This design comes from an exercise in tuning for small area, a short achievable clock period and few clock cycles per item on the open sky130 flow, not from production work. RTL that was checked went through simulation tests only; none was proved equivalent to the original. Only the layout flow was run in runs 1 to 3; the RTL was not checked for function there. Power figures rest on the tool's default switching activity, not on a simulated workload.

==> design.v <==
package sbfr_pkg;
  localparam int FRAME_BYTES_DEF = 121;
  localparam int SLOTS_DEF       = 3;
  localparam logic [7:0] MARKER_RESET = 8'hB0;
  localparam int SLOT_W      = 2;
  localparam int IN_TDATA_W  = 16;
  localparam int OUT_TDATA_W = 40;
  localparam int PAIRS = FRAME_BYTES_DEF / 2;
endpackage
module sbfr_frame_mem #(
  parameter int PAIRS = 60
) (
  input  logic             clk,
  input  logic [PAIRS-1:0] tsel,
  input  logic             step_a,    
  input  logic             step_b,    
  input  logic             wr_odd,
  input  logic             wr_last,
  input  logic [7:0]       wdata,
  output logic [15:0]      tail,
  output logic [7:0]       last
);
  logic [15:0] pos [PAIRS];
  logic [7:0]  last_r;
  always_ff @(posedge clk) begin
    if (tsel[0] ? step_a : step_b) pos[0][7:0] <= wdata;
    if (wr_odd) pos[0][15:8] <= wdata;
    for (int p = 1; p < PAIRS; p++) begin
      if (tsel[p] ? step_a : step_b) pos[p] <= pos[p-1];
    end
    if (wr_last) last_r <= wdata;
  end
  assign tail = pos[PAIRS-1];
  assign last = last_r;
endmodule
module sbfr_readout (
  input  logic        clk,
  input  logic        rst_n,
  input  logic        load,         
  input  logic [1:0]  slot,
  input  logic        last,
  input  logic [15:0] pair,         
  output logic        out_tvalid,
  input  logic        out_tready,
  output logic [39:0] out_tdata,
  output logic        out_tlast
);
  localparam int EW = 4 * 6 + 2 + 2;
  function automatic logic [5:0] hex6(input logic [3:0] n, input logic zero);
    logic ge;
    logic [3:0] lo;
    ge = n[3] && (n[2] || n[1]);
    lo = ge ? (n + 4'd7) : n;
    if (zero) hex6 = 6'b0;
    else      hex6 = {ge, !ge, lo};
  endfunction
  function automatic logic [7:0] chr(input logic [5:0] c);
    chr = {1'b0, c[5], c[4], c[4], c[3:0]};
  endfunction
  logic          o_v;
  logic [EW-1:0] o_e;
  always_ff @(posedge clk) begin
    if (!rst_n) o_v <= 1'b0;
    else        o_v <= load || (o_v && !out_tready);
  end
  always_ff @(posedge clk) begin
    if (load) o_e <= {!last, last, slot,
                      hex6(pair[7:4], 1'b0), hex6(pair[3:0], 1'b0),
                      hex6(pair[15:12], last), hex6(pair[11:8], last)};
  end
  assign out_tvalid = o_v;
  assign out_tlast  = o_e[EW-2];
  assign out_tdata  = {3'b000, o_e[EW-1], o_e[EW-2], 1'b0,
                       chr(o_e[23:18]), chr(o_e[17:12]), chr(o_e[11:6]), chr(o_e[5:0]),
                       o_e[25:24]};
endmodule
module start_byte_frame_reassembler #(
  parameter int FRAME_BYTES = sbfr_pkg::FRAME_BYTES_DEF,
  parameter int SLOTS       = sbfr_pkg::SLOTS_DEF
) (
  input  logic                   clk,
  input  logic                   rst_n,
  input  logic                   cfg_wr_en,
  input  logic [7:0]             cfg_wr_data,
  input  logic                   in_tvalid,
  output logic                   in_tready,
  input  logic [sbfr_pkg::IN_TDATA_W-1:0]  in_tdata,
  input  logic                   in_tuser,
  input  logic                   in_tlast,
  output logic                   out_tvalid,
  input  logic                   out_tready,
  output logic [sbfr_pkg::OUT_TDATA_W-1:0] out_tdata,
  output logic                   out_tlast
);
  localparam int NP = sbfr_pkg::PAIRS;    
  logic [7:0] marker_r;
  always_ff @(posedge clk) begin
    if (!rst_n)         marker_r <= sbfr_pkg::MARKER_RESET;
    else if (cfg_wr_en) marker_r <= cfg_wr_data;
  end
  typedef struct packed {
    logic       func;
    logic [2:0] oh;
    logic [7:0] data;
    logic       cf;
    logic       cl;
    logic       eq;
  } item_t;
  item_t pin_item, ir, sk;
  logic  ir_v, sk_v, rdy_r;
  logic  go, take, accept;
  assign pin_item = {in_tuser,
                     in_tdata[1:0] == 2'd2, in_tdata[1:0] == 2'd1, in_tdata[1:0] == 2'd0,
                     in_tdata[9:2], in_tdata[10], in_tlast,
                     in_tdata[9:2] == marker_r};
  assign in_tready = rdy_r;
  assign accept    = in_tvalid && rdy_r;
  assign take      = !ir_v || go;
  always_ff @(posedge clk) begin
    if (!rst_n) begin
      ir_v  <= 1'b0;
      sk_v  <= 1'b0;
      rdy_r <= 1'b1;
    end else if (take) begin
      ir_v  <= !rdy_r || accept;
      sk_v  <= 1'b0;
      rdy_r <= 1'b1;
    end else begin
      sk_v  <= !rdy_r || accept;
      rdy_r <= rdy_r && !accept;
    end
  end
  always_ff @(posedge clk) begin
    if (take)  ir <= rdy_r ? pin_item : sk;
    if (rdy_r) sk <= pin_item;
  end
  logic [6:0] fill_r [3];
  logic [2:0] hunt_r, full_r, allow_r;
  logic h, par, fl, al;
  logic restart, drop, wr, even, complete, wevn;
  always_comb begin
    h   = |(ir.oh & hunt_r);
    fl  = |(ir.oh & full_r);
    al  = |(ir.oh & allow_r);
    par = (ir.oh[0] && fill_r[0][0]) || (ir.oh[1] && fill_r[1][0]) || (ir.oh[2] && fill_r[2][0]);
    restart  = ir.cf && ir.eq;
    drop     = !ir.cf && h && !ir.eq;
    wr       = (|ir.oh) && !ir.func && !drop;
    even     = restart || !par;
    complete = wr && !restart && fl;
    wevn     = wr && even && !complete;
  end
  assign go = ir_v && !(wr && even && !al);
  always_ff @(posedge clk) begin
    if (!rst_n) begin
      for (int s = 0; s < 3; s++) fill_r[s] <= '0;
      hunt_r <= '0;
      full_r <= '0;
    end else begin
      for (int s = 0; s < 3; s++) begin
        if (go && ir.oh[s]) begin
          if (ir.func) begin
            fill_r[s] <= '0;
            hunt_r[s] <= 1'b0;
            full_r[s] <= 1'b0;
          end else if (drop) begin
            hunt_r[s] <= !ir.cl;
          end else if (complete) begin
            fill_r[s] <= '0;
            hunt_r[s] <= !ir.cl;
            full_r[s] <= 1'b0;
          end else if (restart) begin
            fill_r[s] <= 7'd1;
            hunt_r[s] <= 1'b0;
            full_r[s] <= 1'b0;
          end else begin
            fill_r[s] <= fill_r[s] + 7'd1;
            hunt_r[s] <= 1'b0;
            full_r[s] <= (fill_r[s] == 7'd119);
          end
        end
      end
    end
  end
  logic [2:0] w_we, w_wo, w_cmp;
  logic [7:0] w_d;
  always_ff @(posedge clk) begin
    if (!rst_n) begin
      w_we  <= '0;
      w_wo  <= '0;
      w_cmp <= '0;
    end else begin
      w_we  <= (go && wevn) ? ir.oh : 3'b000;
      w_wo  <= (go && wr && !even) ? ir.oh : 3'b000;
      w_cmp <= (go && complete) ? ir.oh : 3'b000;
    end
  end
  always_ff @(posedge clk) w_d <= ir.data;
  logic [2:0] q0, q1, q2;
  logic [2:0] inq;
  logic [5:0] k_eng;      
  logic [5:0] dmar;       
  logic       dnz, dis1;
  logic       head_v, rd_step, klast, last_rd, wdec;
  assign head_v  = |q0;
  assign rd_step = head_v && (!out_tvalid || out_tready);
  assign klast   = (k_eng == 6'(NP));
  assign last_rd = rd_step && klast;
  assign wdec    = go && wevn && (|(ir.oh & q0));
  logic [2:0] q0_n, q1_n, q2_n, inq_n;
  logic       dnz_n;
  always_comb begin
    q0_n = q0;
    q1_n = q1;
    q2_n = q2;
    if (last_rd) begin
      q0_n = q1;
      q1_n = q2;
      q2_n = 3'b000;
    end
    if (w_cmp != 3'b000) begin
      if (q0_n == 3'b000)      q0_n = w_cmp;
      else if (q1_n == 3'b000) q1_n = w_cmp;
      else                     q2_n = w_cmp;
    end
    inq_n = w_cmp | (inq & ~(last_rd ? q0 : 3'b000));
    if (last_rd)              dnz_n = 1'b0;
    else if (rd_step && !wdec) dnz_n = 1'b1;
    else if (!rd_step && wdec) dnz_n = !dis1;
    else                       dnz_n = dnz;
  end
  always_ff @(posedge clk) begin
    if (!rst_n) begin
      q0      <= '0;
      q1      <= '0;
      q2      <= '0;
      inq     <= '0;
      k_eng   <= '0;
      dmar    <= '0;
      dnz     <= 1'b0;
      dis1    <= 1'b0;
      allow_r <= 3'b111;
    end else begin
      q0  <= q0_n;
      q1  <= q1_n;
      q2  <= q2_n;
      inq <= inq_n;
      dnz <= dnz_n;
      if (last_rd) begin
        k_eng <= '0;
        dmar  <= '0;
        dis1  <= 1'b0;
      end else begin
        if (rd_step) k_eng <= k_eng + 6'd1;
        if (rd_step && !wdec) begin
          dmar <= dmar + 6'd1;
          dis1 <= !dnz;
        end else if (!rd_step && wdec) begin
          dmar <= dmar - 6'd1;
          dis1 <= (dmar == 6'd2);
        end
      end
      for (int s = 0; s < 3; s++) begin
        allow_r[s] <= !(go && complete && ir.oh[s]) && (!inq_n[s] || (q0_n[s] && dnz_n));
      end
    end
  end
  logic [NP-1:0] teng;
  logic [15:0]   tail [3];
  logic [7:0]    lastb [3];
  always_comb begin
    for (int p = 0; p < NP; p++) teng[p] = (6'(p) < k_eng);
  end
  for (genvar s = 0; s < 3; s++) begin : g_lane
    sbfr_frame_mem #(.PAIRS(NP)) u_lane (
      .clk    (clk),
      .tsel   (teng),
      .step_a (w_we[s]),
      .step_b ((rd_step && q0[s]) || (w_we[s] && !inq[s])),
      .wr_odd (w_wo[s]),
      .wr_last(w_cmp[s]),
      .wdata  (w_d),
      .tail   (tail[s]),
      .last   (lastb[s])
    );
  end
  logic [15:0] rd_pair;
  logic [1:0]  rd_slot;
  always_comb begin
    rd_pair = '0;
    for (int s = 0; s < 3; s++) begin
      if (q0[s]) rd_pair = rd_pair | (klast ? {8'h00, lastb[s]} : tail[s]);
    end
    rd_slot = {q0[2], q0[1]};
  end
  sbfr_readout u_readout (
    .clk       (clk),
    .rst_n     (rst_n),
    .load      (rd_step),
    .slot      (rd_slot),
    .last      (klast),
    .pair      (rd_pair),
    .out_tvalid(out_tvalid),
    .out_tready(out_tready),
    .out_tdata (out_tdata),
    .out_tlast (out_tlast)
  );
endmodule
==> run.sh <==
#!/bin/bash
# synth_recipe.tcl (not shown) runs the flow's synth.tcl, then flattens the netlist and writes it again
# the make line also repeats each setting of config.mk as NAME=value (left out here)
make -C /OpenROAD-flow-scripts/flow DESIGN_CONFIG=/design/flow/config.mk WORK_HOME=/design/flow/orfs CLKGATE_MAP_FILE= SYNTH_SCRIPT=/design/flow/synth_recipe.tcl finish
==> config.mk <==
export PLATFORM = sky130hd
export DESIGN_NAME = start_byte_frame_reassembler
export DESIGN_NICKNAME = start_byte_frame_reassembler
export VERILOG_FILES = /design/flow/design.v
export SDC_FILE = /design/flow/constraint.sdc
export NUM_CORES = 4
export LEC_CHECK = 0
export CAP_MARGIN = 20
export CORE_MARGIN = 2
export CORE_UTILIZATION = 60
export CTS_BUF_LIST = sky130_fd_sc_hd__clkbuf_8
export CTS_CLUSTER_DIAMETER = 50
export CTS_CLUSTER_SIZE = 16
export SETUP_SLACK_MARGIN = 3.6
export SLEW_MARGIN = 20
==> constraint.sdc <==
create_clock -name core_clock -period 6.0 [get_ports {clk}]
set_input_delay 1.2000 -clock core_clock [delete_from_list [all_inputs] [get_ports {clk}]]
set_output_delay 1.2000 -clock core_clock [all_outputs]
set_load 0.01 [all_outputs]
==> summary.md, run 1 <==
| Metric | Value |
|---|---|
| Status | `no timing/DRC/antenna violations` |
| Vias per cell | `5.46` |
| Finished Cell Area | `110000 um2` |
| Initial Util | `0.605` |
| Port bufs | `60` |
| RSZ-0062 raised after global routing | `true` |
| GPL Wtd Cong | `0.802` |
| Number of flops mapped to enable cells by yosys | `2947` |
| Crit-path max cell delay | `510 ps` |
| Mapped cell area | `96000 um2` |
| Synthesis-to-layout area growth | `14.7%` |
| Critical Path End Type | `register` |
| Mean Syn Cell Area | `23.7 um2` |
| CP delay by family, top | `compound AO/OA/AOI/OAI gates` |
| DIE WIDTH | `404 um` |
| Post-route DRC | `0` |
| Final min period | `3340 ps` |
| Slew Viols, Final | `0` |
| Grt ovf | `0` |
| Setup TNS | `0 ps` |
| Vias in the first global route | `37155` |
| Commonest non-fill, non-tap cells in the layout | `2947 x edfxtp_1, 231 x clkbuf_8, 197 x nor2_1, 169 x buf_4, 156 x buf_12` |
| Comb pwr share | `0.008` |
| Internal | `0.0273 W` |
| Global-route wire length before repair | `223 mm` |
| Core Area | `159000 um2` |
| Sequential area share after synthesis | `0.942` |
| Drt wl/cell | `22.6 um` |
| Sw frac | `0.187` |
| Final period util | `0.556` |
| Initial antenna violation count | `9` |
| Max-Cap Viols | `0` |
| Commonest non-fill, non-tap cell in the layout | `edfxtp_1` |
| Worst-path cell chain | `a222oi_1 -> buf_4 -> nand2_1 -> nor2_2 -> o211ai_1 -> nor4_2 -> inv_1 -> ha_4 -> inv_6 -> ha_4 -> a21o_1 -> a21oi_2 -> nand4b_1 -> nand4_1 -> xnor2_1 -> nor2_1` |
| Die area | `163000 um2` |
| P_leak | `34.8 nW` |
| Die H | `404 um` |
| CP Buf/Inv Count | `3` |
| Drt total wl | `153 mm` |
| Num Clock Sinks | `3046` |
| Clk root buf | `clkbuf_8` |
| Drt pass-1 iters | `5` |
| PwrDens | `305 nW/um2` |
| IO Pins | `74` |
| Crit-path max FO | `5` |
| FF+latch count, synth | `3046` |
| Headroom to the max-slew limit | `0.235` |
| Mapped Cells | `4055` |
| Register-to-register setup slack | `2660 ps` |
| Clk pwr share | `0.302` |
| CTS Buffer Depth | `3` |
| GRT Overall Usage | `0.188` |
| Vias after detailed routing | `36998` |
| Hold/Removal Path Class | `reg -> reg` |
| Critical path type | `reg -> reg` |
| # nets final | `4645` |
| Top achievable clock speed | `300 MHz` |
| Setup violators final | `0` |
| Post-synth top area cell | `edfxtp_1` |
| Pin count of the biggest net entering global routing | `56` |
| CP most frequent cell | `ha_4` |
| Top_reg_cell synth | `edfxtp_1` |
| Flop pwr share | `0.690` |
| Sw Pwr | `0.00629 W` |
| Critical Path Slowest Stage Cell | `edfxtp_1` |
| Worst endpoint required time | `6790 ps` |
| Max VDD drop | `0.234 mV` |
| Area share of the leading cell type in the synthesized netlist | `0.922` |
| CTS tree | `yes` |
| Yosys cell types | `62` |
| Rows | `146` |
| Worst EP arrival | `4130 ps` |
| Worst-margin pin slew | `1150 ps` |
| CTS clk-pin slew, worst paths | `100 ps` |
| Clock Skews | `31.0 ps` |
| Worst-Skew Late Latency | `930 ps` |
| Crit path launch type | `register` |
| H-tree level count | `4` |
| Top cells by area, synth | `edfxtp_1 92%, dfxtp_1 2.1%, a21oi_1 0.97%, nor2_1 0.82%, o21ai_0 0.36%` |
| Fraction of layout instances using a drive strength above 1 | `0.213` |
| Ys async rst share | `0` |
| YS warnings | `8` |
| Final hold vios | `0` |
| Final HPWL DP | `96.2 mm` |
| Cts bufs inserted | `223` |
| Placed inst area | `101000 um2` |
| Final ANT Viol Nets | `0` |
| Initial DRC count | `3283` |
registers in the layout, indices dropped and copies added, names as in the netlist, 3 cells and up:
name / flops
g_lane.u_lane.pos: 2880
u_readout.o_e: 28
g_lane.u_lane.last_r: 24
fill_r: 21
ir: 15
sk: 15
marker_r: 8
w_d: 8
dmar: 6
k_eng: 6
allow_r: 3
full_r: 3
hunt_r: 3
inq: 3
q0: 3
q1: 3
q2: 3
w_cmp: 3
w_we: 3
w_wo: 3
what timing repair did:
item | in CTS | in global routing
pin swaps | 139 | 28
setup endpoints to repair | 2980 | 1485
buffers inserted | 246 | 33
hold buffers | 0 | 0
gates resized for setup | 287 | 75
gates cloned | 5 | 1
final timing paths:
path | from | cells past startpoint | to
min reg2reg | ir[9] | 0 | w_d[6]
max | ir[13] | 16 | dmar[5]
min | ir[9] | 0 | w_d[6]
max reg2reg | ir[13] | 16 | dmar[5]
final cells by class:
class	instances	area (um2)
antenna	2	5.00
clock buffer	230	3170
clock inverter	103	858
fill	9624	48600
inverter	31	149
multi-input combinational	885	7660
sequential	3046	90500
tap	2072	2590
timing repair buffer	410	5170
timing repair inverter	1	7.51
worst reg2reg max path: stages (launching register included):
cell and delay (ps):
edfxtp_1 510, a222oi_1 400, buf_4 190, nand2_1 90, nor2_2 170, o211ai_1 150, nor4_2 280, inv_1 130
ha_4 200, inv_6 70, ha_4 180, a21o_1 160, a21oi_2 180, nand4b_1 160, nand4_1 120, xnor2_1 170
nor2_1 50
synth_stat cells (15+ instances only):
library cell	instances
and2_1	19
o21ai_0	70
nor2_1	209
inv_1	29
clkbuf_1	78
dfxtp_1	99
nand2_1	92
mux2i_1	28
mux2_2	20
nand3_1	28
ha_1	15
edfxtp_1	2947
a21oi_1	187
nor3_1	15
metal layers:
| metal | part of all wire | GRT usage | wire (um) | vias up |
|---|---|---|---|---|
| met5 | 0 | 0 | 0 | - |
| met4 | 0.025 | 0.0618 | 3840 | 0 |
| met3 | 0.057 | 0.0399 | 8690 | 256 |
| met2 | 0.52 | 0.328 | 80000 | 834 |
| met1 | 0.40 | 0.236 | 60500 | 18973 |
| li1 | - | - | - | 16935 |
through the flow:
stage / utilization / instances / total power, W / setup slack [ps] / hold WS [ps]
6_report: 0.694 / 6780 / 0.0336 / 2660 / 335
2_1_floorplan: - / 4062 / 0.0238 / 3010 / 323
5_1_grt: 0.694 / 6780 / 0.0348 / 2530 / 329
3_3_place_gp: 0.638 / 6160 / 0.0239 / 1870 / 324
4_1_cts: 0.690 / 6744 / 0.0341 / 2750 / 321
3_5_place_dp: 0.638 / 6160 / 0.0239 / 1820 / 330
power by group through the flow:
stage | clock network, W | registers, W | logic [W]
3_5_place_dp | 0 | 0.0237 | 0.000185
2_1_floorplan | 0 | 0.0236 | 0.000130
5_1_grt | 0.0113 | 0.0232 | 0.000280
6_report | 0.0102 | 0.0232 | 0.000262
3_3_place_gp | 0 | 0.0237 | 0.000181
4_1_cts | 0.0106 | 0.0232 | 0.000252
cells by family (layout without fill, tap and decap cells):
| logic type | count (synthesis) | in the layout | synth area share |
|---|---|---|---|
| adder cells (fa/ha/maj) | 16 | 16 | 0.00216 |
| XOR/XNOR | 20 | 20 | 0.00182 |
| buffers and inverters | 134 | 775 | 0.00598 |
| flip-flops | 3046 | 3046 | 0.942 |
| AO/OA/AOI/OAI | 350 | 353 | 0.0214 |
| AND/OR/NAND/NOR | 440 | 440 | 0.0210 |
| other | 1 | 10 | 0.0000391 |
| multiplexers | 48 | 48 | 0.00526 |
==> inputs of run 2 (changes only) <==
--- a/config.mk
+++ b/config.mk
@@ -7,9 +7,9 @@
 export LEC_CHECK = 0
 export CAP_MARGIN = 20
 export CORE_MARGIN = 2
-export CORE_UTILIZATION = 60
+export CORE_UTILIZATION = 40
 export CTS_BUF_LIST = sky130_fd_sc_hd__clkbuf_8
 export CTS_CLUSTER_DIAMETER = 50
-export CTS_CLUSTER_SIZE = 16
-export SETUP_SLACK_MARGIN = 3.6
+export CTS_CLUSTER_SIZE = 20
+export SETUP_SLACK_MARGIN = 3.3
 export SLEW_MARGIN = 20
==> summary.md, run 2 <==
| Metric | Value |
|---|---|
| Clk root buf | `clkbuf_8` |
| Area share of the leading cell type in the synthesized netlist | `0.922 (unchanged)` |
| Critical Path Sink | `dmar[5]` |
| Commonest non-fill, non-tap cell in the layout | `edfxtp_1` |
| Mapped Cells | `4055 (unchanged)` |
| IO Pins | `74 (unchanged)` |
| Most frequent cells after synthesis | `2947 x edfxtp_1, 209 x nor2_1, 187 x a21oi_1` |
| Pin count of the biggest net entering global routing | `61 (+8.9%)` |
| Register-to-Register Path Depth | `16 (unchanged)` |
| Register-to-register setup slack | `2660 ps (about the same)` |
| Initial DRC count | `2733 (-17%)` |
| Die area | `244000 um2 (+49%)` |
| CTS Buffer Depth | `3 (unchanged)` |
| Number of flops mapped to enable cells by yosys | `2947 (unchanged)` |
| H-tree level count | `4 (unchanged)` |
| Vias per cell | `4.64 (-15%)` |
| Post-synth top area cell | `edfxtp_1` |
| Worst path depth | `16 (unchanged)` |
| Worst endpoint required time | `6830 ps (+40 ps)` |
| Vias after detailed routing | `35870 (-3.0%)` |
| Crit-path max FO | `5 (unchanged)` |
| Max reg flops | `2880 (unchanged)` |
| Initial Util | `0.403 (-0.202)` |
| FF+latch count, synth | `3046 (unchanged)` |
| Cts hold-fix bufs | `0 (unchanged)` |
| PwrDens | `307 nW/um2 (+0.67%)` |
| Grt ovf | `0 (unchanged)` |
| RSZ-0062 raised after global routing | `true` |
| Top-count cell post-synth | `edfxtp_1` |
| Max-Cap Viols | `0 (unchanged)` |
| Worst-Skew Late Latency | `970 ps (+40 ps)` |
| Worst EP arrival | `4170 ps (+40 ps)` |
| Hold_ws | `333 ps (-2.27 ps)` |
| Drt wl/cell | `18.4 um (-18%)` |
| Sequential area share after synthesis | `0.942 (unchanged)` |
| Critical Path End Type | `register` |
| Regs by FF count | `g_lane.u_lane.pos (2880), u_readout.o_e (28), g_lane.u_lane.last_r (24)` |
| Num Clock Sinks | `3046 (unchanged)` |
| Crit path launch type | `register` |
| Status | `no timing/DRC/antenna violations` |
| P_leak | `33.6 nW (-3.5%)` |
| CP Buf/Inv Count | `3 (unchanged)` |
| Headroom to the max-slew limit | `0.393 (+0.158)` |
| Critical Path Slowest Stage Cell | `edfxtp_1` |
| Yosys cell types | `62 (unchanged)` |
| YS warnings | `8 (unchanged)` |
| Top achievable clock speed | `299 MHz (about the same)` |
| Port bufs | `60 (unchanged)` |
| Crit-path max cell delay | `480 ps (-30 ps)` |
| Max VDD drop | `0.264 mV (+13%)` |
| CTS tree | `yes` |
| CTS clk-pin slew, worst paths | `100 ps (about the same)` |
| Top cells by area, synth | `edfxtp_1 92%, dfxtp_1 2.1%, a21oi_1 0.97%, nor2_1 0.82%, o21ai_0 0.36%` |
| RR Startpoint | `ir[13]` |
| Drt pass-1 iters | `6 (+1)` |
| Crit path launch | `ir[13]` |
| Worst-margin pin slew | `909 ps (-237 ps)` |
| Largest Register | `g_lane.u_lane.pos` |
| Die H | `494 um (+22%)` |
| R2r endpoint | `dmar[5]` |
| Global-route wire length before repair | `212 mm (-4.8%)` |
| Worst-path cell chain | `buf_6 -> a222oi_1 -> nand2_1 -> nor2_1 -> o211ai_1 -> nor4_2 -> inv_1 -> ha_4 -> inv_6 -> ha_4 -> a21o_1 -> a21oi_2 -> nand4b_1 -> nand4_1 -> xnor2_1 -> nor2_1` |
| Hold/Removal Path Class | `reg -> reg` |
| Mean Syn Cell Area | `23.7 um2 (unchanged)` |
| Final period util | `0.557 (about the same)` |
| Cts bufs inserted | `196 (-12%)` |
| Critical path type | `reg -> reg` |
| Slew Viols, Final | `0 (unchanged)` |
| # nets final | `4497 (-3.2%)` |
| Setup TNS | `0 ps (unchanged)` |
| Mapped cell area | `96000 um2 (unchanged)` |
| GPL Wtd Cong | `0.780 (-2.7%)` |
| Synthesis-to-layout area growth | `13.5%` |
| Final hold vios | `0 (unchanged)` |
| DIE WIDTH | `494 um (+22%)` |
| Core Area | `238000 um2 (+50%)` |
| Post-route DRC | `0 (unchanged)` |
| Commonest non-fill, non-tap cells in the layout | `2947 x edfxtp_1, 204 x nor2_1, 204 x clkbuf_8, 150 x buf_4, 126 x a21oi_4` |
| Vias in the first global route | `36128 (-2.8%)` |
| Final ANT Viol Nets | `0 (unchanged)` |
| Ys async rst share | `0 (unchanged)` |
| Setup violators final | `0 (unchanged)` |
| Fraction of layout instances using a drive strength above 1 | `0.185 (-0.0280)` |
| GRT Overall Usage | `0.115 (-0.0724)` |
| Initial antenna violation count | `9 (unchanged)` |
| Rows | `179 (+23%)` |
| Clock Skews | `83.9 ps (+52.9 ps)` |
| Fill count | `19507 (+100%)` |
| CP delay by family, top | `compound AO/OA/AOI/OAI gates` |
| Drt total wl | `142 mm (-6.9%)` |
| Top_reg_cell synth | `edfxtp_1` |
| Final min period | `3340 ps (+3.23 ps)` |
| Final HPWL DP | `90.4 mm (-6.0%)` |
run 2: cell counts after synthesis:
Identical to the previous run, type by type.
run 2: worst min path at each step:
stage                start  endpoint  slack, ps  depth (start not counted)
finish               ir[9]    w_d[6]        330                          0
global placement    ir[10]    w_d[7]        330                          0
floorplan            ir[3]    w_d[0]        320                          0
global route         ir[8]    w_d[5]        350                          0
CTS                  ir[9]    w_d[6]        340                          0
detailed placement   ir[7]    w_d[4]        330                          0
run 2: area by class of cell:
cell class	count	area [um2]	area share
Sequential cell	3046	90500	0.830
Multi-Input combinational cell	884	7320	0.0672
Tap cell	3167	3960	0.0364
Timing Repair Buffer	289	3100	0.0284
Clock buffer	204	2810	0.0258
Clock inverter	108	1140	0.0104
Inverter	31	143	0.00131
Antenna cell	7	17.5	0.000161
Timing Repair inverter	2	12.5	0.000115
run 2: kinds of logic after synthesis:
family	share of synthesized area
other cells	0.0000391
mux	0.00526
xor+xnor	0.00182
compound gates	0.0214
flops	0.942
fa+ha+maj	0.00216
buf+inv	0.00598
simple gates	0.0210
run 2: timing repair:
action,in CTS,in global routing
cloned,4,0
setup buffers,115,38
pin swaps,32,34
endpoints found under the setup margin,2708,1239
resized for setup,283,41
run 2: report_power, final:
part / total [W] / switching, W / internal (W)
combinational: 0.000242 / 0.000161 / 0.0000813
sequential: 0.0232 / 0.0000563 / 0.0231
clock: 0.0101 / 0.00622 / 0.00387
run 2: per-layer routing:
metal / vias to the layer above / track usage / part of all wire / wire length (um)
li1: 16646 / - / - / -
met1: 18270 / 0.137 / 0.40 / 57000
met2: 728 / 0.207 / 0.52 / 74000
met3: 226 / 0.0275 / 0.056 / 7970
met4: 0 / 0.0352 / 0.024 / 3430
met5: - / 0 / 0 / 0
run 2: per-stage QoR:
stage	util	power, W	instances	setup slack (ps)	cell area [um2]
final	0.457	0.0335	7738	2660	109000
after global routing	0.457	0.0347	7736	2420	109000
after floorplan	-	0.0238	4062	3010	97500
after global placement	0.429	0.0239	7262	1810	102000
after detailed placement	0.429	0.0239	7262	1780	102000
after CTS	0.454	0.0340	7693	2650	108000
==> inputs of run 3 (changes only) <==
--- a/design.v
+++ b/design.v
@@ -199,8 +199,9 @@
   logic [2:0] q0, q1, q2;
   logic [2:0] inq;
   logic [5:0] k_eng;      
-  logic [5:0] dmar;       
-  logic       dnz, dis1;
+  logic [5:0] j_eng;      
+  logic       dnz;        
+  logic       e1;         
   logic       head_v, rd_step, klast, last_rd, wdec;
   assign head_v  = |q0;
   assign rd_step = head_v && (!out_tvalid || out_tready);
@@ -224,9 +225,9 @@
       else                     q2_n = w_cmp;
     end
     inq_n = w_cmp | (inq & ~(last_rd ? q0 : 3'b000));
-    if (last_rd)              dnz_n = 1'b0;
+    if (last_rd)               dnz_n = 1'b0;
     else if (rd_step && !wdec) dnz_n = 1'b1;
-    else if (!rd_step && wdec) dnz_n = !dis1;
+    else if (!rd_step && wdec) dnz_n = !e1;
     else                       dnz_n = dnz;
   end
   always_ff @(posedge clk) begin
@@ -236,9 +237,9 @@
       q2      <= '0;
       inq     <= '0;
       k_eng   <= '0;
-      dmar    <= '0;
+      j_eng   <= '0;
       dnz     <= 1'b0;
-      dis1    <= 1'b0;
+      e1      <= 1'b0;
       allow_r <= 3'b111;
     end else begin
       q0  <= q0_n;
@@ -248,17 +249,16 @@
       dnz <= dnz_n;
       if (last_rd) begin
         k_eng <= '0;
-        dmar  <= '0;
-        dis1  <= 1'b0;
+        j_eng <= '0;
+        e1    <= 1'b0;
       end else begin
         if (rd_step) k_eng <= k_eng + 6'd1;
-        if (rd_step && !wdec) begin
-          dmar <= dmar + 6'd1;
-          dis1 <= !dnz;
-        end else if (!rd_step && wdec) begin
-          dmar <= dmar - 6'd1;
-          dis1 <= (dmar == 6'd2);
-        end
+        if (wdec)    j_eng <= j_eng + 6'd1;
+        case ({rd_step, wdec})
+          2'b10:   e1 <= !dnz;
+          2'b01:   e1 <= (k_eng == j_eng + 6'd2);
+          default: e1 <= e1;
+        endcase
       end
       for (int s = 0; s < 3; s++) begin
         allow_r[s] <= !(go && complete && ir.oh[s]) && (!inq_n[s] || (q0_n[s] && dnz_n));
--- a/config.mk
+++ b/config.mk
@@ -10,6 +10,6 @@
 export CORE_UTILIZATION = 40
 export CTS_BUF_LIST = sky130_fd_sc_hd__clkbuf_8
 export CTS_CLUSTER_DIAMETER = 50
-export CTS_CLUSTER_SIZE = 20
+export CTS_CLUSTER_SIZE = 16
 export SETUP_SLACK_MARGIN = 3.3
 export SLEW_MARGIN = 20
==> summary.md, run 3 <==
| Metric | Value |
|---|---|
| Multi-input gate area | `7710 um2 (+5.3%)` |
| Setup TNS | `0 ps (unchanged)` |
| Sequential area share after synthesis | `0.942 (about the same)` |
| Critical Path End Type | `register` |
| Die area | `244000 um2 (about the same)` |
| Hold Path Depth | `0 (unchanged)` |
| Post-synth top area cell | `edfxtp_1` |
| CTS clk-pin slew, worst paths | `90 ps (about the same)` |
| IO Pins | `74 (unchanged)` |
| Final ANT Viol Nets | `0 (unchanged)` |
| Setup violators final | `0 (unchanged)` |
| YS warnings | `8 (unchanged)` |
| Worst-Skew Late Latency | `970 ps (about the same)` |
| Critical path type | `reg -> reg` |
| Drt wl/cell | `17.0 um (-7.7%)` |
| Worst-margin pin slew | `887 ps (-21.9 ps)` |
| Commonest non-fill, non-tap cell in the layout | `edfxtp_1` |
| Post-route DRC | `0 (unchanged)` |
| Vias per cell | `4.61 (-0.65%)` |
| Final period util | `0.502 (-0.0545)` |
| # nets final | `4520 (+0.51%)` |
| Internal | `0.0269 W (-0.47%)` |
| Num Clock Sinks | `3046 (unchanged)` |
| Slew Viols, Final | `0 (unchanged)` |
| Final hold vios | `0 (unchanged)` |
| Global-route wire length before repair | `195 mm (-8.1%)` |
| PwrDens | `303 nW/um2 (-1.5%)` |
| Cts hold-fix bufs | `0 (unchanged)` |
| Regs by FF count | `g_lane.u_lane.pos (2880), u_readout.o_e (28), g_lane.u_lane.last_r (24)` |
| Fraction of layout instances using a drive strength above 1 | `0.189 (+0.00455)` |
| Final min period | `3010 ps (-327 ps)` |
| Max reg flops | `2880 (unchanged)` |
| Top achievable clock speed | `332 MHz (+11%)` |
| GPL Wtd Cong | `0.874 (+12%)` |
| Flop pwr share | `0.701 (+0.009)` |
| Origin of the worst min-delay path | `ir[7]` |
| Status | `no timing/DRC/antenna violations` |
| Ys async rst share | `0 (unchanged)` |
| Rows | `179 (unchanged)` |
| Sw frac | `0.188 (-0.00438)` |
| Critical Path Slowest Stage Cell | `edfxtp_1` |
| Mapped cell area | `96100 um2 (about the same)` |
| H-tree level count | `4 (unchanged)` |
| Worst endpoint required time | `6880 ps (+50 ps)` |
| Most frequent cells after synthesis | `2947 x edfxtp_1, 197 x nor2_1, 169 x a21oi_1` |
| P_leak | `33.9 nW (+0.99%)` |
| Number of flops mapped to enable cells by yosys | `2947 (unchanged)` |
| Die H | `494 um (about the same)` |
| FF+latch count, synth | `3046 (unchanged)` |
| Worst-path cell chain | `buf_6 -> buf_6 -> buf_6 -> a222oi_1 -> buf_4 -> o211a_1 -> o21ai_2 -> buf_6 -> nor3_4 -> ha_4 -> nor2_4 -> a21oi_4 -> nor2_4 -> nor2_4 -> nand3_2 -> a31oi_1` |
| Synthesis-to-layout area growth | `14.1%` |
| Vias in the first global route | `35790 (-0.94%)` |
| Top-count cell post-synth | `edfxtp_1` |
| Pin count of the biggest net entering global routing | `56 (-8.2%)` |
| Max-Cap Viols | `0 (unchanged)` |
| Drt pass-1 iters | `8 (+2)` |
| Top cells by area, synth | `edfxtp_1 92%, dfxtp_1 2.1%, a21oi_1 0.88%, nor2_1 0.77%, nand2_1 0.41%` |
| RR Startpoint | `ir[11]` |
| Area share of the leading cell type in the synthesized netlist | `0.921 (about the same)` |
| Clock Skews | `52.5 ps (-31.4 ps)` |
| Drt total wl | `131 mm (-7.7%)` |
| Final HPWL DP | `85.1 mm (-5.9%)` |
| Max VDD drop | `0.230 mV (-13%)` |
| Register-to-Register Path Depth | `16 (unchanged)` |
| Top_reg_cell synth | `edfxtp_1` |
| Crit-path max FO | `5 (unchanged)` |
| Crit path launch type | `register` |
| Cts bufs inserted | `217 (+11%)` |
| CTS tree | `yes` |
| Yosys cell types | `69 (+11%)` |
| Commonest non-fill, non-tap cells in the layout | `2947 x edfxtp_1, 227 x clkbuf_8, 189 x nor2_1, 143 x a21oi_4, 123 x buf_4` |
| Mean Syn Cell Area | `23.7 um2 (+0.26%)` |
| Port bufs | `60 (unchanged)` |
| Comb pwr share | `0.010 (+0.003)` |
| CP most frequent cell | `buf_6` |
| Clk pwr share | `0.289 (-0.012)` |
| Layout Utilization | `0.460 (+0.00252)` |
| Initial antenna violation count | `11 (+2)` |
| Tot Pwr | `0.0332 W (-1.0%)` |
| Largest Register | `g_lane.u_lane.pos` |
| Fill count | `19497 (-0.051%)` |
| CTS Buffer Depth | `3 (unchanged)` |
| Mapped Cells | `4048 (-0.17%)` |
| Initial DRC count | `2510 (-8.2%)` |
| RSZ-0062 raised after global routing | `true` |
| Register area | `90500 um2 (about the same)` |
| Sw Pwr | `0.00622 W (-3.3%)` |
| Crit path launch | `ir[11]` |
| Vias after detailed routing | `35628 (-0.67%)` |
| Clk root buf | `clkbuf_8` |
| Crit-path max cell delay | `390 ps (-90 ps)` |
| Worst EP arrival | `3890 ps (-280 ps)` |
| Hold/Removal Path Class | `reg -> reg` |
| GRT Overall Usage | `0.104 (-0.0108)` |
| Headroom to the max-slew limit | `0.408 (+0.0146)` |
| DIE WIDTH | `494 um (about the same)` |
| Initial Util | `0.403 (about the same)` |
| Grt ovf | `0 (unchanged)` |
| Core Area | `238000 um2 (unchanged)` |
[run 3: changes by cell type in the layout (fill, tap and decap cells not counted), sizes merged, moves of 12 or more]
cell | before | now
a21boi | 8 | 21
nor2 | 209 | 197
clkinv | 42 | 20
clkbuf | 204 | 227
nand2 | 93 | 105
a21oi | 187 | 170
[run 3: cell families after synthesis]
kind of cell,synth area share
AOI/OAI and AO/OA,0.0217
xor gates and xnor gates,0.00228
other,0.0000390
and+or+nand+nor,0.0212
muxes,0.00557
buffers and inverters,0.00603
DFF,0.942
adders and majority gates,0.00169
[run 3: critical path: cells and delay by family, from the launching register on]
kind                       cells  cell delay, ps
and+or+nand+nor                5             660
buffers and inverters          5             720
adders and majority gates      1             220
DFF                            1             390
AOI/OAI and AO/OA              5             930
[run 3: final cells by class]
class,count,share of cell area
sequential,3046,0.826
multi-input combinational,881,0.0703
tap,3167,0.0362
timing repair buffer,302,0.0329
clock buffer,226,0.0284
clock inverter,77,0.00508
inverter,28,0.00126
antenna,9,0.000205
[run 3: worst paths after layout]
check | endpoint | slack (ps)
setup / recovery | allow_r[1] | 2990
hold reg to reg | w_d[4] | 350
setup reg to reg | allow_r[1] | 2990
hold / removal | w_d[4] | 350
[run 3: per-stage QoR]
stage | hold slack [ps] | cells | setup WS, ps | instance area (um2)
after floorplan | 323 | 4055 | 3130 | 98100
after global placement | 324 | 7239 | 1890 | 103000
after detailed placement | 328 | 7240 | 1840 | 103000
after CTS | 351 | 7637 | 2800 | 108000
after global routing | 356 | 7734 | 2930 | 110000
final | 348 | 7736 | 2990 | 110000
[run 3: timing repair]
item,in CTS,in global routing
hold endpoints to repair,0,0
endpoints found under the setup margin,2816,1897
gates cloned,1,1
resized for setup,271,64
pin swaps,46,85
buffers inserted,93,88
[run 3: power groups by stage]
| stage | Combinational (W) | Clock, W | Sequential (W) |
|---|---|---|---|
| detailed placement | 0.000240 | 0 | 0.0237 |
| global route | 0.000353 | 0.0108 | 0.0233 |
| global placement | 0.000232 | 0 | 0.0237 |
| CTS | 0.000294 | 0.0101 | 0.0232 |
| finish | 0.000333 | 0.00959 | 0.0232 |
| floorplan | 0.000161 | 0 | 0.0237 |
[run 3: routing by layer]
layer  vias to the layer above  GRT usage  wire (um)
li1                      16656          -          -
met1                     17882      0.116      49600
met2                       820      0.185      67200
met3                       258     0.0376      10800
met4                        12     0.0360       3560
met5                         -          0        179
==> inputs of run 4 (changes only) <==
--- a/design.v
+++ b/design.v
@@ -6,6 +6,14 @@
   localparam int IN_TDATA_W  = 16;
   localparam int OUT_TDATA_W = 40;
   localparam int PAIRS = FRAME_BYTES_DEF / 2;
+  function automatic logic [6:0] inc7(input logic [6:0] x);
+    logic c;
+    c = 1'b1;
+    for (int i = 0; i < 7; i++) begin
+      inc7[i] = x[i] ^ c;
+      c       = c & x[i];
+    end
+  endfunction
 endpackage
 module sbfr_frame_mem #(
   parameter int PAIRS = 60
@@ -134,6 +142,8 @@
     if (take)  ir <= rdy_r ? pin_item : sk;
     if (rdy_r) sk <= pin_item;
   end
+  logic [2:0] q0, q1, q2;
+  logic       head_v, rd_step, klast, last_rd, wdec;
   logic [6:0] fill_r [3];
   logic [2:0] hunt_r, full_r, allow_r;
   logic h, par, fl, al;
@@ -141,7 +151,7 @@
   always_comb begin
     h   = |(ir.oh & hunt_r);
     fl  = |(ir.oh & full_r);
-    al  = |(ir.oh & allow_r);
+    al  = |(ir.oh & (allow_r | (q0 & {3{rd_step}})));
     par = (ir.oh[0] && fill_r[0][0]) || (ir.oh[1] && fill_r[1][0]) || (ir.oh[2] && fill_r[2][0]);
     restart  = ir.cf && ir.eq;
     drop     = !ir.cf && h && !ir.eq;
@@ -174,7 +184,7 @@
             hunt_r[s] <= 1'b0;
             full_r[s] <= 1'b0;
           end else begin
-            fill_r[s] <= fill_r[s] + 7'd1;
+            fill_r[s] <= sbfr_pkg::inc7(fill_r[s]);
             hunt_r[s] <= 1'b0;
             full_r[s] <= (fill_r[s] == 7'd119);
           end
@@ -196,13 +206,11 @@
     end
   end
   always_ff @(posedge clk) w_d <= ir.data;
-  logic [2:0] q0, q1, q2;
   logic [2:0] inq;
   logic [5:0] k_eng;      
   logic [5:0] j_eng;      
   logic       dnz;        
   logic       e1;         
-  logic       head_v, rd_step, klast, last_rd, wdec;
   assign head_v  = |q0;
   assign rd_step = head_v && (!out_tvalid || out_tready);
   assign klast   = (k_eng == 6'(NP));
@@ -252,8 +260,8 @@
         j_eng <= '0;
         e1    <= 1'b0;
       end else begin
-        if (rd_step) k_eng <= k_eng + 6'd1;
-        if (wdec)    j_eng <= j_eng + 6'd1;
+        if (rd_step) k_eng <= 6'(sbfr_pkg::inc7({1'b0, k_eng}));
+        if (wdec)    j_eng <= 6'(sbfr_pkg::inc7({1'b0, j_eng}));
         case ({rd_step, wdec})
           2'b10:   e1 <= !dnz;
           2'b01:   e1 <= (k_eng == j_eng + 6'd2);
--- a/config.mk
+++ b/config.mk
@@ -11,5 +11,5 @@
 export CTS_BUF_LIST = sky130_fd_sc_hd__clkbuf_8
 export CTS_CLUSTER_DIAMETER = 50
 export CTS_CLUSTER_SIZE = 16
-export SETUP_SLACK_MARGIN = 3.3
+export SETUP_SLACK_MARGIN = 2.5
 export SLEW_MARGIN = 20
==> summary.md, run 4 <==
| Metric | Value |
|---|---|
| Hold/Removal Path Class | `reg -> reg` |
| Initial Util | `0.403 (about the same)` |
| Drt total wl | `141 mm (+7.1%)` |
| Core Area | `238000 um2 (unchanged)` |
| Yosys cell types | `70 (+1.4%)` |
| Vias per cell | `4.60 (-0.12%)` |
| Top_reg_cell synth | `edfxtp_1` |
| Final min period | `3500 ps (+481 ps)` |
| DIE WIDTH | `494 um (about the same)` |
| Final period util | `0.583 (+0.0802)` |
| Hold_ws | `300 ps (-48.5 ps)` |
| Crit-path max FO | `16 (+11)` |
| Top-count cell post-synth | `edfxtp_1` |
| Worst-Skew Late Latency | `1030 ps (+60 ps)` |
| Rows | `179 (unchanged)` |
| Grt ovf | `0 (unchanged)` |
| Final ANT Viol Nets | `0 (unchanged)` |
| Number of flops mapped to enable cells by yosys | `2947 (unchanged)` |
| IO Pins | `74 (unchanged)` |
| Sequential area share after synthesis | `0.942 (about the same)` |
| Max reg flops | `2880 (unchanged)` |
| Internal | `0.0266 W (-1.1%)` |
| Largest Register | `g_lane.u_lane.pos` |
| FF+latch count, synth | `3046 (unchanged)` |
| Crit path launch type | `register` |
| Global-route wire length before repair | `208 mm (+6.6%)` |
| Max-Cap Viols | `0 (unchanged)` |
| Finished Cell Area | `106000 um2 (-3.6%)` |
| H-tree level count | `4 (unchanged)` |
| Drt wl/cell | `18.4 um (+8.1%)` |
| Comb pwr share | `0.004 (-0.006)` |
| Post-route DRC | `0 (unchanged)` |
| Headroom to the max-slew limit | `0.222 (-0.185)` |
| Synthesis-to-layout area growth | `10.0%` |
| PwrDens | `310 nW/um2 (+2.6%)` |
| Mapped Cells | `4027 (-0.52%)` |
| Worst endpoint required time | `6630 ps (-250 ps)` |
| CTS Buffer Depth | `3 (unchanged)` |
| Final hold vios | `0 (unchanged)` |
| Vias in the first global route | `35357 (-1.2%)` |
| Top achievable clock speed | `286 MHz (-14%)` |
| CTS tree | `yes` |
| Clk pwr share | `0.291 (+0.002)` |
| Placed inst area | `102000 um2 (-0.70%)` |
| Max VDD drop | `0.194 mV (-15%)` |
| Cts bufs inserted | `218 (+0.46%)` |
| # nets final | `4475 (-1.0%)` |
| Fill count | `19803 (+1.6%)` |
| Commonest non-fill, non-tap cell in the layout | `edfxtp_1` |
| Cts hold-fix bufs | `0 (unchanged)` |
| Top cells by area, synth | `edfxtp_1 92%, dfxtp_1 2.1%, a21oi_1 0.86%, nor2_1 0.72%, mux2i_1 0.51%` |
| Pin count of the biggest net entering global routing | `56 (unchanged)` |
| Final HPWL DP | `94.4 mm (+11%)` |
| RSZ-0062 raised after global routing | `true` |
| Regs by FF count | `g_lane.u_lane.pos (2880), u_readout.o_e (28), g_lane.u_lane.last_r (24)` |
| Status | `no timing/DRC/antenna violations` |
| Setup TNS | `0 ps (unchanged)` |
| Post-place setup slack | `1530 ps (-314 ps)` |
| Clock Skews | `92.7 ps (+40.2 ps)` |
| Initial DRC count | `3054 (+22%)` |
| Vias after detailed routing | `35264 (-1.0%)` |
| GRT Overall Usage | `0.114 (+0.00959)` |
| Setup violators final | `0 (unchanged)` |
| Critical Path End Type | `register` |
| YS warnings | `8 (unchanged)` |
| Fraction of layout instances using a drive strength above 1 | `0.124 (-0.0655)` |
| Area share of the leading cell type in the synthesized netlist | `0.921 (about the same)` |
| Initial antenna violation count | `12 (+1)` |
| P_leak | `31.3 nW (-7.7%)` |
| Mean Syn Cell Area | `23.9 um2 (+0.51%)` |
| Worst EP arrival | `4130 ps (+240 ps)` |
| Worst-margin pin slew | `1170 ps (+278 ps)` |
| Clk root buf | `clkbuf_8` |
| Post-synth top area cell | `edfxtp_1` |
| Die area | `244000 um2 (about the same)` |
| Port bufs | `60 (unchanged)` |
| Commonest non-fill, non-tap cells in the layout | `2947 x edfxtp_1, 221 x clkbuf_8, 199 x buf_4, 180 x nor2_1, 152 x a21oi_1` |
| Most frequent cells after synthesis | `2947 x edfxtp_1, 184 x nor2_1, 166 x a21oi_1` |
| Worst setup margin | `2500 ps (-481 ps)` |
| Sw frac | `0.188 (+0.000742)` |
| Die H | `494 um (about the same)` |
| Num Clock Sinks | `3046 (unchanged)` |
| Drt pass-1 iters | `5 (-3)` |
| Mapped cell area | `96100 um2 (about the same)` |
| GPL Wtd Cong | `0.767 (-12%)` |
| CTS clk-pin slew, worst paths | `100 ps (about the same)` |
| Tot Pwr | `0.0328 W (-1.1%)` |
| Ys async rst share | `0 (unchanged)` |
| Flop pwr share | `0.704 (+0.003)` |
| Critical path type | `reg -> reg` |
| Sw Pwr | `0.00618 W (-0.67%)` |
| Slew Viols, Final | `0 (unchanged)` |
## run 4: cell count changes after synthesis, sizes merged, moves of 5 or more
cell / delta
clkbuf: -7
or4: -5
a21boi: -12
buf: +7
mux2i: +18
nand2: -5
nor2: -13
or3: -6
nand3: +16
ha: +18
inv: -6
## run 4: critical path: stages, from the launching register on
cell and delay [ps]:
dfxtp_2 470, inv_1 590, nand2_1 490, a21oi_1 1030, nor2_1 80, a21oi_1 160, buf_4 260
## run 4: through the flow
stage / util / std cells
6_report: 0.444 / 7666
5_1_grt: 0.444 / 7664
4_1_cts: 0.443 / 7656
3_5_place_dp: 0.428 / 7358
3_3_place_gp: 0.427 / 7358
2_1_floorplan: - / 4034
## run 4: kinds of logic (layout without fill, tap and decap cells)
family,Yosys count,after routing,synth area share
flip-flops,3046,3046,0.942
XOR/XNOR,20,20,0.00182
other,1,16,0.0000390
AO/OA/AOI/OAI,327,327,0.0203
multiplexers,65,65,0.00698
buffers and inverters,125,582,0.00587
adder cells (fa/ha/maj),31,31,0.00404
AND/OR/NAND/NOR,412,412,0.0193
## run 4: repair_timing
action / 4_1_cts / 5_1_grt
resized for setup: 23 / 10
setup endpoints to repair: 304 / 123
pin swaps: 0 / 2
setup buffers: 0 / 2
## run 4: worst paths after layout
kind	start	to	slack, ps	depth (start not counted)
setup reg to reg	k_eng[2]	g_lane[1].u_lane.pos[19][14]	2500	6
hold / removal	ir[10]	w_d[7]	300	0
setup / recovery	k_eng[2]	g_lane[1].u_lane.pos[19][14]	2500	6
hold reg to reg	ir[10]	w_d[7]	300	0
## run 4: layout make-up
class	instances	area [um2]	share of cell area
Inverter	24	95.1	0.000900
Clock buffer	221	3040	0.0288
Timing Repair Buffer	260	2110	0.0199
Antenna cell	8	20.0	0.000189
Multi-Input combinational cell	863	5420	0.0513
Tap cell	3167	3960	0.0375
Sequential cell	3046	90500	0.856
Clock inverter	77	572	0.00541
## run 4: power groups by stage
stage | Combinational, W | Sequential (W) | Clock [W]
final | 0.000143 | 0.0231 | 0.00956
after global routing | 0.000158 | 0.0231 | 0.0108
after CTS | 0.000145 | 0.0231 | 0.0100
after detailed placement | 0.000144 | 0.0236 | 0
after global placement | 0.000141 | 0.0236 | 0
after floorplan | 0.0000949 | 0.0236 | 0
## run 4: layer usage
layer	track usage	share of wire	wire [um]
met1	0.140	0.41	57000
met2	0.196	0.50	70500
met3	0.0310	0.068	9570
met4	0.0355	0.026	3660
met5	0	0.000092	13
Testbench counts of run 4, summed over its fixed seeds: cycles 31,989, items 30,995.
==> inputs of run 5 (changes only) <==
--- a/config.mk
+++ b/config.mk
@@ -11,5 +11,5 @@
 export CTS_BUF_LIST = sky130_fd_sc_hd__clkbuf_8
 export CTS_CLUSTER_DIAMETER = 50
 export CTS_CLUSTER_SIZE = 16
-export SETUP_SLACK_MARGIN = 2.5
+export SETUP_SLACK_MARGIN = 3.3
 export SLEW_MARGIN = 20
==> summary.md, run 5 <==
| Metric | Value |
|---|---|
| Drt wl/cell | `19.0 um (+3.7%)` |
| Worst-path cell chain | `buf_12 -> buf_6` |
| Number of flops mapped to enable cells by yosys | `2947 (unchanged)` |
| Post-route DRC | `0 (unchanged)` |
| Clk root buf | `clkbuf_8` |
| CTS tree | `yes` |
| Ys async rst share | `0 (unchanged)` |
| Comb pwr share | `0.006 (+0.002)` |
| Crit path launch type | `register` |
| Headroom to the max-slew limit | `0.283 (+0.0611)` |
| Vias per cell | `4.66 (+1.2%)` |
| Top achievable clock speed | `360 MHz (+26%)` |
| Pin count of the biggest net entering global routing | `55 (-1.8%)` |
| Vias in the first global route | `36020 (+1.9%)` |
| H-tree level count | `4 (unchanged)` |
| FF+latch count, synth | `3046 (unchanged)` |
| Worst EP arrival | `1580 ps (-2550 ps)` |
| Final ANT Viol Nets | `0 (unchanged)` |
| Sw Pwr | `0.00630 W (+1.9%)` |
| Synthesis-to-layout area growth | `15.0%` |
| Initial antenna violation count | `12 (unchanged)` |
| Post-place setup slack | `2020 ps (+497 ps)` |
| Mapped cell area | `96100 um2 (unchanged)` |
| Top cells by area, synth | `edfxtp_1 92%, dfxtp_1 2.1%, a21oi_1 0.86%, nor2_1 0.72%, mux2i_1 0.51%` |
| Die H | `494 um (unchanged)` |
| Layout Utilization | `0.464 (+0.0200)` |
| CTS Buffer Depth | `3 (unchanged)` |
| Global-route wire length before repair | `216 mm (+3.8%)` |
| DIE WIDTH | `494 um (unchanged)` |
| Initial DRC count | `2841 (-7.0%)` |
| Critical Path End Type | `primary output` |
| Post-synth top area cell | `edfxtp_1` |
| Setup TNS | `0 ps (unchanged)` |
| CP delay by family, top | `flip-flops` |
| Regs by FF count | `g_lane.u_lane.pos (2880), u_readout.o_e (28), g_lane.u_lane.last_r (24)` |
| Sequential area share after synthesis | `0.942 (unchanged)` |
| Worst-margin pin slew | `1070 ps (-91.5 ps)` |
| IO Pins | `74 (unchanged)` |
| Register-to-register setup slack | `3270 ps (+770 ps)` |
| RSZ-0062 raised after global routing | `true` |
| Worst endpoint required time | `4800 ps (-1830 ps)` |
| CTS clk-pin slew, worst paths | `90 ps (about the same)` |
| Rows | `179 (unchanged)` |
| P_leak | `32.5 nW (+3.7%)` |
| Status | `no timing/DRC/antenna violations` |
| Grt ovf | `0 (unchanged)` |
| Commonest non-fill, non-tap cells in the layout | `2947 x edfxtp_1, 227 x clkbuf_8, 177 x nor2_1, 157 x buf_12, 145 x a21oi_4` |
| CP Buf/Inv Count | `2 (unchanged)` |
| Yosys cell types | `70 (unchanged)` |
| Critical path type | `reg -> out` |
| Hold/Removal Path Class | `reg -> reg` |
| Fraction of layout instances using a drive strength above 1 | `0.190 (+0.0662)` |
| Mapped Cells | `4027 (unchanged)` |
| Final hold vios | `0 (unchanged)` |
| Drt total wl | `148 mm (+5.1%)` |
| Clock Skews | `102 ps (+9.08 ps)` |
| Worst setup margin | `3220 ps (+717 ps)` |
| Top_reg_cell synth | `edfxtp_1` |
| Placed inst area | `102000 um2 (+0.52%)` |
| Crit-path max cell delay | `360 ps (-670 ps)` |
| Slew Viols, Final | `0 (unchanged)` |
| Internal | `0.0268 W (+0.77%)` |
| Cts bufs inserted | `222 (+1.8%)` |
| Critical Path Slowest Stage Cell | `dfxtp_4` |
| Setup violators final | `0 (unchanged)` |
| Final min period | `2780 ps (-717 ps)` |
| YS warnings | `8 (unchanged)` |
| PwrDens | `300 nW/um2 (-3.4%)` |
| Drt pass-1 iters | `6 (+1)` |
| Final period util | `0.463 (-0.119)` |
| Die area | `244000 um2 (unchanged)` |
| Clk pwr share | `0.296 (+0.005)` |
| Most frequent cells after synthesis | `2947 x edfxtp_1, 184 x nor2_1, 166 x a21oi_1` |
| Max reg flops | `2880 (unchanged)` |
| GPL Wtd Cong | `0.763 (-0.57%)` |
| Max-Cap Viols | `0 (unchanged)` |
| Largest Register | `g_lane.u_lane.pos` |
| Sw frac | `0.190 (+0.00173)` |
| Crit-path max FO | `2 (-14)` |
| Initial Util | `0.403 (unchanged)` |
| Num Clock Sinks | `3046 (unchanged)` |
| Core Area | `238000 um2 (unchanged)` |
| Commonest non-fill, non-tap cell in the layout | `edfxtp_1` |
| Final HPWL DP | `96.6 mm (+2.4%)` |
| Flop pwr share | `0.697 (-0.007)` |
| Mean Syn Cell Area | `23.9 um2 (unchanged)` |
| Vias after detailed routing | `36181 (+2.6%)` |
| Hold_ws | `346 ps (+46.3 ps)` |
| Max VDD drop | `0.198 mV (+1.9%)` |
| Area share of the leading cell type in the synthesized netlist | `0.921 (unchanged)` |
| Finished Cell Area | `110000 um2 (+4.5%)` |
| Top-count cell post-synth | `edfxtp_1` |
| GRT Overall Usage | `0.119 (+0.00477)` |
| Worst-Skew Late Latency | `1010 ps (-20 ps)` |
| Port bufs | `60 (unchanged)` |
| # nets final | `4553 (+1.7%)` |
[run 5: cell counts after synthesis]
Identical to the previous run, type by type.
[run 5: path summary, 6_finish.rpt]
kind                            startpoint   endpoint  cells past startpoint
worst max register to register      ir[13]         e1                     11
worst min register to register      ir[10]     w_d[7]                      0
worst min-delay path                ir[10]     w_d[7]                      0
worst max-delay path                 rdy_r  in_tready                      2
[run 5: power by group through the flow]
stage	combinational (W)	clock, W	sequential, W
finish	0.000207	0.00983	0.0231
global route	0.000223	0.0111	0.0231
CTS	0.000188	0.0103	0.0231
detailed placement	0.000160	0	0.0236
global placement	0.000156	0	0.0236
floorplan	0.000106	0	0.0236
[run 5: repair_timing]
item | 4_1_cts | 5_1_grt
setup buffers | 101 | 109
pin swaps | 58 | 94
hold endpoints to repair | 0 | 0
endpoints found under the setup margin | 2833 | 1668
gates resized for setup | 259 | 31
hold buffers | 0 | 0
cloned | 2 | 0
[run 5: cell type report]
cell class                      count  area (um2)
Fill cell                       19299      128000
Sequential cell                  3046       90500
Multi-Input combinational cell    864        7530
Timing Repair Buffer              333        4500
Tap cell                         3167        3960
Clock buffer                      227        3120
Clock inverter                    105         711
Inverter                           24         108
Antenna cell                        6        15.0
[run 5: metal layers]
| layer | part of all wire | track usage | routed length [um] |
|---|---|---|---|
| met5 | 0 | 0 | 0 |
| met4 | 0.031 | 0.0431 | 4610 |
| met3 | 0.066 | 0.0333 | 9770 |
| met2 | 0.51 | 0.209 | 76200 |
| met1 | 0.39 | 0.138 | 57400 |
[run 5: through the flow]
| stage | power (W) | instances |
|---|---|---|
| after floorplan | 0.0237 | 4034 |
| after CTS | 0.0336 | 7657 |
| after global routing | 0.0344 | 7770 |
| final | 0.0331 | 7772 |
| after detailed placement | 0.0238 | 7222 |
| after global placement | 0.0238 | 7222 |
[run 5: kinds of logic after synthesis]
family / synth area share
AO/OA/AOI/OAI: 0.0203
XOR/XNOR: 0.00182
adder cells (fa/ha/maj): 0.00404
buffers and inverters: 0.00587
flip-flops: 0.942
multiplexers: 0.00698
other: 0.0000390
AND/OR/NAND/NOR: 0.0193

[what the ideal ports hide]
Ports are ideal in the flow. The routed layouts listed here were re-timed in OpenROAD.
Step 1 assumes that a clkbuf_16 drives the clock port and a buf_2 every other input.
Step 2 also shifts input and output timing later by t, the mid clock arrival at the registers, as if the neighbouring blocks saw the same clock.
Slacks: ideal ports / drivers / drivers and shift; pairs: ideal ports / drivers.
| run | t (ns) | setup slack, ns | hold WS [ns] | slew at the worst register clock pin (ns) | worst slew at a driven data input, ns |
|---|---|---|---|---|---|
| run 1 | 1.000 | 2.662 / 2.662 / 2.022 | 0.335 / 0.335 / 0.335 | 0.10 / 0.10 | 0.17 |
| run 2 | 1.019 | 2.659 / 2.659 / 1.911 | 0.333 / 0.333 / 0.333 | 0.12 / 0.12 | 0.04 |
| run 3 | 1.024 | 2.985 / 2.985 / 2.305 | 0.348 / 0.348 / 0.348 | 0.10 / 0.10 | 0.08 |
| run 4 | 1.058 | 2.504 / 2.504 / 1.745 | 0.300 / 0.300 / 0.300 | 0.10 / 0.10 | 0.14 |
| run 5 | 1.044 | 3.221 / 3.144 / 2.511 | 0.346 / 0.346 / 0.346 | 0.10 / 0.10 | 0.08 |
After both steps every run listed still meets setup and hold. For run 4, which loses most, drivers alone change the setup slack by 0.000 ns; drivers and shift together by -0.759 ns.
